From an optimization exercise on the open Yosys and OpenROAD flow, aimed at small area, a short achievable clock period and few clock cycles; shortcuts taken in it are not production practice.
Only simulation tests tie the RTL to the original design; equivalence was not proved.
Power is estimated from default activity; no workload was simulated.

### constraint.sdc
create_clock -name core_clock -period 9.0 [get_ports {clock}]
set_input_delay 1.8000 -clock core_clock [delete_from_list [all_inputs] [get_ports {clock}]]
set_output_delay 1.8000 -clock core_clock [all_outputs]
set_load 0.01 [all_outputs]
### design.v
package rc4_pkg;
   localparam int PERM_DEPTH    = 256;
   localparam int MAX_KEY_BYTES = 32;
   typedef logic [7:0] byte_type;
   typedef logic [2:0] csr_index_type;
   localparam csr_index_type CSR_KEY_LENGTH   = 3'd0;
   localparam csr_index_type CSR_KEY_LO       = 3'd1;
   localparam csr_index_type CSR_KEY_MID_LO   = 3'd2;
   localparam csr_index_type CSR_KEY_MID_HI   = 3'd3;
   localparam csr_index_type CSR_KEY_HI       = 3'd4;
   typedef struct packed {
      logic     clr;
      byte_type rd_addr;
      logic     we;
      byte_type wr_addr;
      byte_type wr_data;
   } perm_ctl_type;
endpackage
module rc4_perm_mem(
   input  logic                  clock,
   input  logic                  reset,
   input  rc4_pkg::perm_ctl_type ctl,
   output rc4_pkg::byte_type     rd_data
);
   rc4_pkg::byte_type                mem_ff [rc4_pkg::PERM_DEPTH];
   logic [rc4_pkg::PERM_DEPTH-1:0]   valid_ff;
   logic [rc4_pkg::PERM_DEPTH-1:0]   valid_in;
   rc4_pkg::byte_type                rdat_ff;
   rc4_pkg::byte_type                raddr_ff;
   logic                    rvalid_ff;
   logic                    byp_ff;
   rc4_pkg::byte_type                bypd_ff;
   always_comb begin
      valid_in = ctl.clr ? '0 : valid_ff;
      if (ctl.we) begin
         valid_in[ctl.wr_addr] = 1'b1;
      end
   end
   always_ff @(posedge clock) begin
      if (reset) begin
         valid_ff <= '0;
      end else begin
         valid_ff <= valid_in;
      end
   end
   always_ff @(posedge clock) begin
      if (ctl.we) begin
         mem_ff[ctl.wr_addr] <= ctl.wr_data;
      end
      rdat_ff   <= mem_ff[ctl.rd_addr];
      raddr_ff  <= ctl.rd_addr;
      rvalid_ff <= valid_ff[ctl.rd_addr] & ~ctl.clr;
      byp_ff    <= ctl.we && (ctl.wr_addr == ctl.rd_addr);
      bypd_ff   <= ctl.wr_data;
   end
   assign rd_data = byp_ff ? bypd_ff : (rvalid_ff ? rdat_ff : raddr_ff);
endmodule
module rc4_stream_cipher(
   input  logic                   clock,
   input  logic                   reset,
   input  logic                   req_valid,
   output logic                   req_ready,
   input  rc4_pkg::byte_type      req_data_byte,
   input  logic                   req_start_of_message,
   output logic                   rsp_valid,
   input  logic                   rsp_ready,
   output rc4_pkg::byte_type      rsp_out_byte,
   input  logic                   csr_we,
   input  rc4_pkg::csr_index_type csr_index,
   input  logic [63:0]            csr_wdata
);
   typedef logic [3:0] step_type;
   localparam step_type STEP_WAIT  = 4'd0;
   localparam step_type STEP_P0    = 4'd1;
   localparam step_type STEP_P1    = 4'd2;
   localparam step_type STEP_P2    = 4'd3;
   localparam step_type STEP_P3    = 4'd4;
   localparam step_type STEP_KINIT = 4'd5;
   localparam step_type STEP_K1    = 4'd6;
   localparam step_type STEP_K2    = 4'd7;
   localparam step_type STEP_K3    = 4'd8;
   localparam step_type STEP_KEND  = 4'd9;
   typedef enum logic [2:0] {
      RA_ZERO, RA_I_INC, RA_J_RD, RA_J_RD_KEY, RA_SI_RD, RA_N_INC
   } rd_sel_type;
   typedef enum logic [1:0] {WR_NONE, WR_I_RD, WR_N_RD, WR_J_SI} wr_sel_type;
   typedef enum logic [1:0] {J_HOLD, J_ADD_RD, J_ADD_RD_KEY, J_ZERO} j_op_type;
   typedef enum logic [1:0] {JC_NEXT, JC_GOTO, JC_ACCEPT, JC_LOOP_N} jump_type;
   typedef struct packed {
      rd_sel_type rd_sel;
      wr_sel_type wr_sel;
      j_op_type   j_op;
      logic       inc_i;
      logic       ld_si;
      logic       ld_sj;
      logic       emit;
      logic       restart;
      logic       step_n;
      jump_type   jump;
      step_type   target;
   } ctl_word_type;
   function automatic ctl_word_type ucode(input step_type step);
      ctl_word_type w;
      w = '0;
      unique case (step)
         STEP_WAIT: begin
            w.jump   = JC_ACCEPT;
            w.target = STEP_KINIT;
         end
         STEP_P0: begin
            w.inc_i  = 1'b1;
            w.rd_sel = RA_I_INC;
         end
         STEP_P1: begin
            w.ld_si  = 1'b1;
            w.j_op   = J_ADD_RD;
            w.rd_sel = RA_J_RD;
         end
         STEP_P2: begin
            w.ld_sj  = 1'b1;
            w.wr_sel = WR_I_RD;
            w.rd_sel = RA_SI_RD;
         end
         STEP_P3: begin
            w.wr_sel = WR_J_SI;
            w.emit   = 1'b1;
            w.jump   = JC_GOTO;
            w.target = STEP_WAIT;
         end
         STEP_KINIT: begin
            w.restart = 1'b1;
            w.j_op    = J_ZERO;
            w.rd_sel  = RA_ZERO;
         end
         STEP_K1: begin
            w.ld_si  = 1'b1;
            w.j_op   = J_ADD_RD_KEY;
            w.rd_sel = RA_J_RD_KEY;
         end
         STEP_K2: begin
            w.wr_sel = WR_N_RD;
         end
         STEP_K3: begin
            w.wr_sel = WR_J_SI;
            w.step_n = 1'b1;
            w.rd_sel = RA_N_INC;
            w.jump   = JC_LOOP_N;
            w.target = STEP_K1;
         end
         STEP_KEND: begin
            w.j_op   = J_ZERO;
            w.jump   = JC_GOTO;
            w.target = STEP_P0;
         end
         default: begin
            w.jump   = JC_GOTO;
            w.target = STEP_WAIT;
         end
      endcase
      ucode = w;
   endfunction
   ctl_word_type cw;
   rc4_pkg::perm_ctl_type mem_ctl;
   rc4_pkg::byte_type     rd;
   step_type     pc_ff, pc_in;
   rc4_pkg::byte_type     i_ff, i_in;
   rc4_pkg::byte_type     j_ff, j_in;
   rc4_pkg::byte_type     n_ff, n_in;
   logic [4:0]   kidx_ff, kidx_in;
   rc4_pkg::byte_type     si_ff, sj_ff, data_ff;
   logic [5:0]   klen_ff, klen_in;
   logic [3:0][63:0] key_ff;
   logic [3:0][63:0] key_in;
   logic         pend_ff, pend_in;
   rc4_pkg::byte_type     pend_byte_ff;
   logic         rsp_valid_ff, rsp_valid_in;
   rc4_pkg::byte_type     rsp_byte_ff;
   logic         accept;
   logic         out_free;
   rc4_pkg::byte_type     key_byte;
   rc4_pkg::byte_type     j_rd;
   rc4_pkg::byte_type     j_rd_key;
   rc4_pkg::byte_type     t_addr;
   rc4_pkg::byte_type     ks_byte;
   rc4_pkg::byte_type     res_byte;
   logic [5:0]   klen_used;
   logic         kidx_wrap;
   assign cw        = ucode(pc_ff);
   assign req_ready = (pc_ff == STEP_WAIT) && !pend_ff;
   assign accept    = req_valid && req_ready;
   assign out_free  = !rsp_valid_ff || rsp_ready;
   assign klen_used = (klen_ff == 6'd0) ? 6'd1 :
                      (klen_ff > 6'(rc4_pkg::MAX_KEY_BYTES)) ? 6'(rc4_pkg::MAX_KEY_BYTES) : klen_ff;
   assign kidx_wrap = (({1'b0, kidx_ff} + 6'd1) == klen_used);
   assign key_byte  = key_ff[kidx_ff[4:3]][{kidx_ff[2:0], 3'b000} +: 8];
   assign j_rd      = j_ff + rd;
   assign j_rd_key  = j_ff + rd + key_byte;
   assign t_addr    = si_ff + sj_ff;
   assign ks_byte   = (t_addr == j_ff) ? si_ff : rd;
   assign res_byte  = data_ff ^ ks_byte;
   always_comb begin
      mem_ctl.clr = cw.restart;
      case (cw.rd_sel)
         RA_I_INC:    mem_ctl.rd_addr = i_ff + 8'd1;
         RA_J_RD:     mem_ctl.rd_addr = j_rd;
         RA_J_RD_KEY: mem_ctl.rd_addr = j_rd_key;
         RA_SI_RD:    mem_ctl.rd_addr = si_ff + rd;
         RA_N_INC:    mem_ctl.rd_addr = n_ff + 8'd1;
         default:     mem_ctl.rd_addr = '0;
      endcase
      mem_ctl.we      = 1'b1;
      mem_ctl.wr_addr = i_ff;
      mem_ctl.wr_data = rd;
      case (cw.wr_sel)
         WR_I_RD: begin
            mem_ctl.wr_addr = i_ff;
            mem_ctl.wr_data = rd;
         end
         WR_N_RD: begin
            mem_ctl.wr_addr = n_ff;
            mem_ctl.wr_data = rd;
         end
         WR_J_SI: begin
            mem_ctl.wr_addr = j_ff;
            mem_ctl.wr_data = si_ff;
         end
         default: begin
            mem_ctl.we = 1'b0;
         end
      endcase
   end
   rc4_perm_mem u_perm (
      .clock   (clock),
      .reset   (reset),
      .ctl     (mem_ctl),
      .rd_data (rd)
   );
   always_comb begin
      case (cw.jump)
         JC_GOTO:   pc_in = cw.target;
         JC_ACCEPT: pc_in = !accept ? pc_ff :
                            (req_start_of_message ? cw.target : pc_ff + 4'd1);
         JC_LOOP_N: pc_in = (n_ff == 8'hFF) ? pc_ff + 4'd1 : cw.target;
         default:   pc_in = pc_ff + 4'd1;
      endcase
      i_in    = i_ff;
      n_in    = n_ff;
      kidx_in = kidx_ff;
      if (cw.restart) begin
         i_in    = '0;
         n_in    = '0;
         kidx_in = '0;
      end
      if (cw.inc_i) begin
         i_in = i_ff + 8'd1;
      end
      if (cw.step_n) begin
         n_in    = n_ff + 8'd1;
         kidx_in = kidx_wrap ? 5'd0 : kidx_ff + 5'd1;
      end
      case (cw.j_op)
         J_ADD_RD:     j_in = j_rd;
         J_ADD_RD_KEY: j_in = j_rd_key;
         J_ZERO:       j_in = '0;
         default:      j_in = j_ff;
      endcase
   end
   always_ff @(posedge clock) begin
      if (reset) begin
         pc_ff   <= STEP_WAIT;
         i_ff    <= '0;
         j_ff    <= '0;
         n_ff    <= '0;
         kidx_ff <= '0;
      end else begin
         pc_ff   <= pc_in;
         i_ff    <= i_in;
         j_ff    <= j_in;
         n_ff    <= n_in;
         kidx_ff <= kidx_in;
      end
   end
   always_ff @(posedge clock) begin
      if (accept) begin
         data_ff <= req_data_byte;
      end
      if (cw.ld_si) begin
         si_ff <= rd;
      end
      if (cw.ld_sj) begin
         sj_ff <= rd;
      end
   end
   always_comb begin
      klen_in = klen_ff;
      key_in  = key_ff;
      if (csr_we) begin
         unique case (csr_index)
            rc4_pkg::CSR_KEY_LENGTH: klen_in   = csr_wdata[5:0];
            rc4_pkg::CSR_KEY_LO:     key_in[0] = csr_wdata;
            rc4_pkg::CSR_KEY_MID_LO: key_in[1] = csr_wdata;
            rc4_pkg::CSR_KEY_MID_HI: key_in[2] = csr_wdata;
            rc4_pkg::CSR_KEY_HI:     key_in[3] = csr_wdata;
            default:        klen_in   = klen_ff;
         endcase
      end
   end
   always_ff @(posedge clock) begin
      if (reset) begin
         klen_ff <= 6'd1;
         key_ff  <= '0;
      end else begin
         klen_ff <= klen_in;
         key_ff  <= key_in;
      end
   end
   always_comb begin
      pend_in      = pend_ff;
      rsp_valid_in = rsp_valid_ff && !rsp_ready;
      if (pend_ff && out_free) begin
         pend_in      = 1'b0;
         rsp_valid_in = 1'b1;
      end
      if (cw.emit) begin
         if (out_free) begin
            rsp_valid_in = 1'b1;
         end else begin
            pend_in = 1'b1;
         end
      end
   end
   always_ff @(posedge clock) begin
      if (reset) begin
         pend_ff      <= 1'b0;
         rsp_valid_ff <= 1'b0;
      end else begin
         pend_ff      <= pend_in;
         rsp_valid_ff <= rsp_valid_in;
      end
   end
   always_ff @(posedge clock) begin
      if (pend_ff && out_free) begin
         rsp_byte_ff <= pend_byte_ff;
      end else if (cw.emit && out_free) begin
         rsp_byte_ff <= res_byte;
      end
      if (cw.emit && !out_free) begin
         pend_byte_ff <= res_byte;
      end
   end
   assign rsp_valid    = rsp_valid_ff;
   assign rsp_out_byte = rsp_byte_ff;
endmodule
### run.sh
#!/bin/bash
# synth_recipe.tcl (not shown) runs the flow's synth.tcl, then flattens the netlist and writes it again
# the make line also repeats each setting of config.mk as NAME=value (left out here)
make -C /OpenROAD-flow-scripts/flow DESIGN_CONFIG=/design/flow/config.mk WORK_HOME=/design/flow/orfs CLKGATE_MAP_FILE= SYNTH_SCRIPT=/design/flow/synth_recipe.tcl finish
### config.mk
export PLATFORM = sky130hd
export DESIGN_NAME = rc4_stream_cipher
export DESIGN_NICKNAME = rc4_stream_cipher
export VERILOG_FILES = /design/flow/design.v
export SDC_FILE = /design/flow/constraint.sdc
export NUM_CORES = 4
export LEC_CHECK = 0
export CAP_MARGIN = 20
export CORE_MARGIN = 2
export CORE_UTILIZATION = 25
export SLEW_MARGIN = 20
==> run notes <==
- IO buf count: 90
- Initial antenna violation count: 20
- Rows: 245
- Final net count: 9283
- Crit path required time: roughly 9700 ps
- Share of layout cells above drive strength 1: 9.209%
- Total gr overflow: 0
- Worst-Margin Slew: 1375 ps
- CP startpoint: kidx_ff[0]
- CP max stage cell: nor4b_1
- Hold Violations, Final: 0
- Final Setup Violations: 0
- Ranking of synthesized cells by area: edfxtp_1 (56%), dfxtp_1 (11%), nand2_1 (7.1%)
- CTS clk-pin slew, worst paths: 70 ps
- Post-synth EDFFs: 2088
- Clock Skew: ~63 ps
- Final core occ: between 20 and 30%
- CP max FO: 70
- GP Congestion: 0.9068
- DRC viols: 0
- Skew-Pair Late Insertion Delay: a little under 900 ps
- All-Layer GR Usage: between 10% and 20%
- Synthesized area: 0.1116 mm2
- Via count: ~77000
- Net Sw Frac: ~40%
- TritonCTS Sinks: 2682
- Reg2Reg Depth: 18
- Max-slew violations: 0
- Tcrit/Tclk final: 89.93%
- Layout area overhead: 14.87%
- Die ar.: between 0.4 and 0.5 mm2
- First DRT Iteration DRCs: 10102
- FF-to-FF Start: kidx_ff[0]
- Height of the die: 672.2 um
- Min Tclk post-route: 8094 ps
- Syn. warnings: 2
- Worst ir drop on vdd: between 0.3 and 0.4 mV
- Routed len/inst: 23.72 um
- P per Cell Area: 341.0 mW/mm2
- Mapped Cells: just over 9000
- Synth Net Count: 9362
- P_leak: 41.27 nW
- Synth top area share: roughly 56%
- Most frequent cells in the layout: nand2_1 (2111), edfxtp_1 (2088), nand3_1 (724), nor2_1 (644), dfxtp_1 (592)
- CTS tree: yes
- Vias per cell: 5.015
- Comb power frac: 38.2%
- Die Wd: just under 700 um
- Antenna Nets Post-Route: 0
- RSZ-0062 raised after global routing: false
- Total net switching power: 0.01757 W
- Max-cap violations: 0
- R2r endpoint: u_perm.rdat_ff[0]
- Place WS: 1059 ps
- Hold Path Class: reg -> reg
- Max stage delay on crit path: 1140 ps
- Slew headroom: between 7 and 8%
- Seq/Total Area, Yosys: 66.82%
- First-pass iteration count of the detailed router: 8
- Setup crit start kind: flip-flop
- Syn Area/Cell: 12.09 um2
- Crit path to: u_perm.rdat_ff[0]
- I/O pin cnt: a little over 90
- Total core area: ~0.45 mm2
- CP endpoint kind: flip-flop
- Async SR Flop Fraction: 0%
- CP Class: reg -> reg
- Data arrival time of the critical path: 8790 ps
- Fmax achieved: 123.5 MHz
- Worst path most repeated cell: a311oi_1
- Setup bufs post-CTS: 0
- Hold WS: roughly 450 ps
- Reg2reg setup slack: roughly 910 ps
- Number of synthesized register bits: 2682
- Clk pwr share: 25.5%
- H-tree Lvls: 5
- Most common cell after layout, fill and taps aside: nand2_1
- Sum Neg Setup Slack: 0 ps
- Vias in the first global route: 71196
- Initial Utilization: 25.08%
- Area leader, netlist: edfxtp_1
- Crit path cell chain: buf_12, mux4_2, mux4_2, mux2_2, fa_1, xnor2_1, o2bb2ai_4, a211oi_4, inv_8, buf_12, buf_4, nand2_1, and3_1, a311oi_1, a311oi_1, nor4_1, nor4b_1, a311oi_1
- Power Internal: 0.02615 W
- Final Worst Setup Slack: 905.9 ps
- Synth unique cells: 84
- DRT Wirelength: 362700 um
- Synth Flop Type: edfxtp_1
- Total CTS buffers: 266
- CTS Root Cell: clkbuf_16
- Reg power frac: 36.3%
- Largest net degree at the start of global routing: approximately 210
- Detail Placement HPWL: 221500 um
- Post-cts gate resize count: 0
- Status: complete, no violations
- Global-route wire length before repair: 519400 um
- Longest Clk Path Bufs: 4
- Hold Buf Count CTS: 0
[flip-flops by register name (all words and copies together) (netlist names), 14 cells and up]
signal	flops
cw	14
u_perm.mem_ff	2048
u_perm.valid_ff	256
key_ff	256
[layer usage]
layer  wire length, um  track usage [%]
met1            144100            20.07
met2            164900            23.94
met3             33640            3.311
met4             19990            7.838
met5                89                0
[worst max-delay path, delay by kind of cell (launching register included)]
family	cells	cell delay (ps)
AOI/OAI and AO/OA	5	1870
xor gates and xnor gates	1	360
adders and majority gates	1	430
buffers and inverters	4	1500
DFF	1	580
muxes	3	1410
and+or+nand+nor	4	1620
[cell usage after synthesis (142+ instances only)]
cell type and number:
a21oi_1 402, a22oi_1 282, a311oi_1 142, and3_1 147, buf_2 265, clkbuf_1 332, dfxtp_1 594, edfxtp_1 2088
mux2i_1 375, mux4_2 147, nand2_1 2112, nand3_1 729, nor2_1 661
[how the worst min path moves through the flow]
stage | cells after the start | end | slack, ps | from
after floorplan | 2 | key_ff[112] | 430 | key_ff[112]
after global routing | 2 | key_ff[59] | 470 | key_ff[59]
after detailed placement | 2 | key_ff[112] | 440 | key_ff[112]
final | 2 | key_ff[39] | 450 | key_ff[39]
after CTS | 2 | key_ff[112] | 450 | key_ff[112]
after global placement | 2 | key_ff[229] | 440 | key_ff[229]
[per-stage QoR]
| stage | power (W) | std cells | cell area [um2] |
|---|---|---|---|
| global route | 0.04486 | 15283 | 128200 |
| CTS | 0.04338 | 15274 | 128100 |
| detailed placement | 0.03236 | 14812 | 119600 |
| global placement | 0.03231 | 14812 | 119600 |
| floorplan | 0.02622 | 9235 | 111600 |
| finish | 0.04372 | 15294 | 128200 |
[kinds of logic after synthesis]
family / share of synthesized area (%)
compound gates: 7.720
flops: 66.82
simple gates: 14.95
fa+ha+maj: 0.5425
xor+xnor: 0.5178
mux: 6.604
buf+inv: 2.849
[final cells by class]
type	count	area (um2)
Antenna cell	16	40.04
Clock buffer	352	7397
Clock inverter	110	1105
Fill cell	45078	316900
Inverter	58	250.2
Multi-Input combinational cell	5831	34260
Sequential cell	2682	74600
Tap cell	5928	7417
Timing Repair Buffer	317	3167
[power by group through the flow]
stage | Clock, W | Sequential (W) | Combinational, W
finish | 0.0112 | 0.0158 | 0.0167
global route | 0.0117 | 0.0159 | 0.0173
CTS | 0.0112 | 0.0158 | 0.0163
detailed placement | 0 | 0.0161 | 0.0163
global placement | 0 | 0.0161 | 0.0162
floorplan | 0 | 0.0173 | 0.00888
Testbench counts, summed over its fixed seeds: cycles 127,867.

separate check: timing with driven ports:
Ports are ideal in the flow. The routed layout listed here was re-timed in OpenROAD.
Step 1: set_driving_cell puts a clkbuf_16 on clock and a buf_2 on each other input, an assumption about the parent block.
Step 2 moves the port delays by t, midway between the first and last clock arrival at a register: inputs arrive t later, outputs are due t later. That takes back most of the time a late clock gives input paths.
Three values: ideal, step 1, step 2; two values: the first two.
t, ns: 0.962
setup WS [ns]: 0.906 / 0.906 / 0.906
cell pins on the clock port's net: 1
After both steps this run still meets setup and hold. The setup slack of this run moves by 0.000 ns with the drivers and by 0.000 ns with both steps.
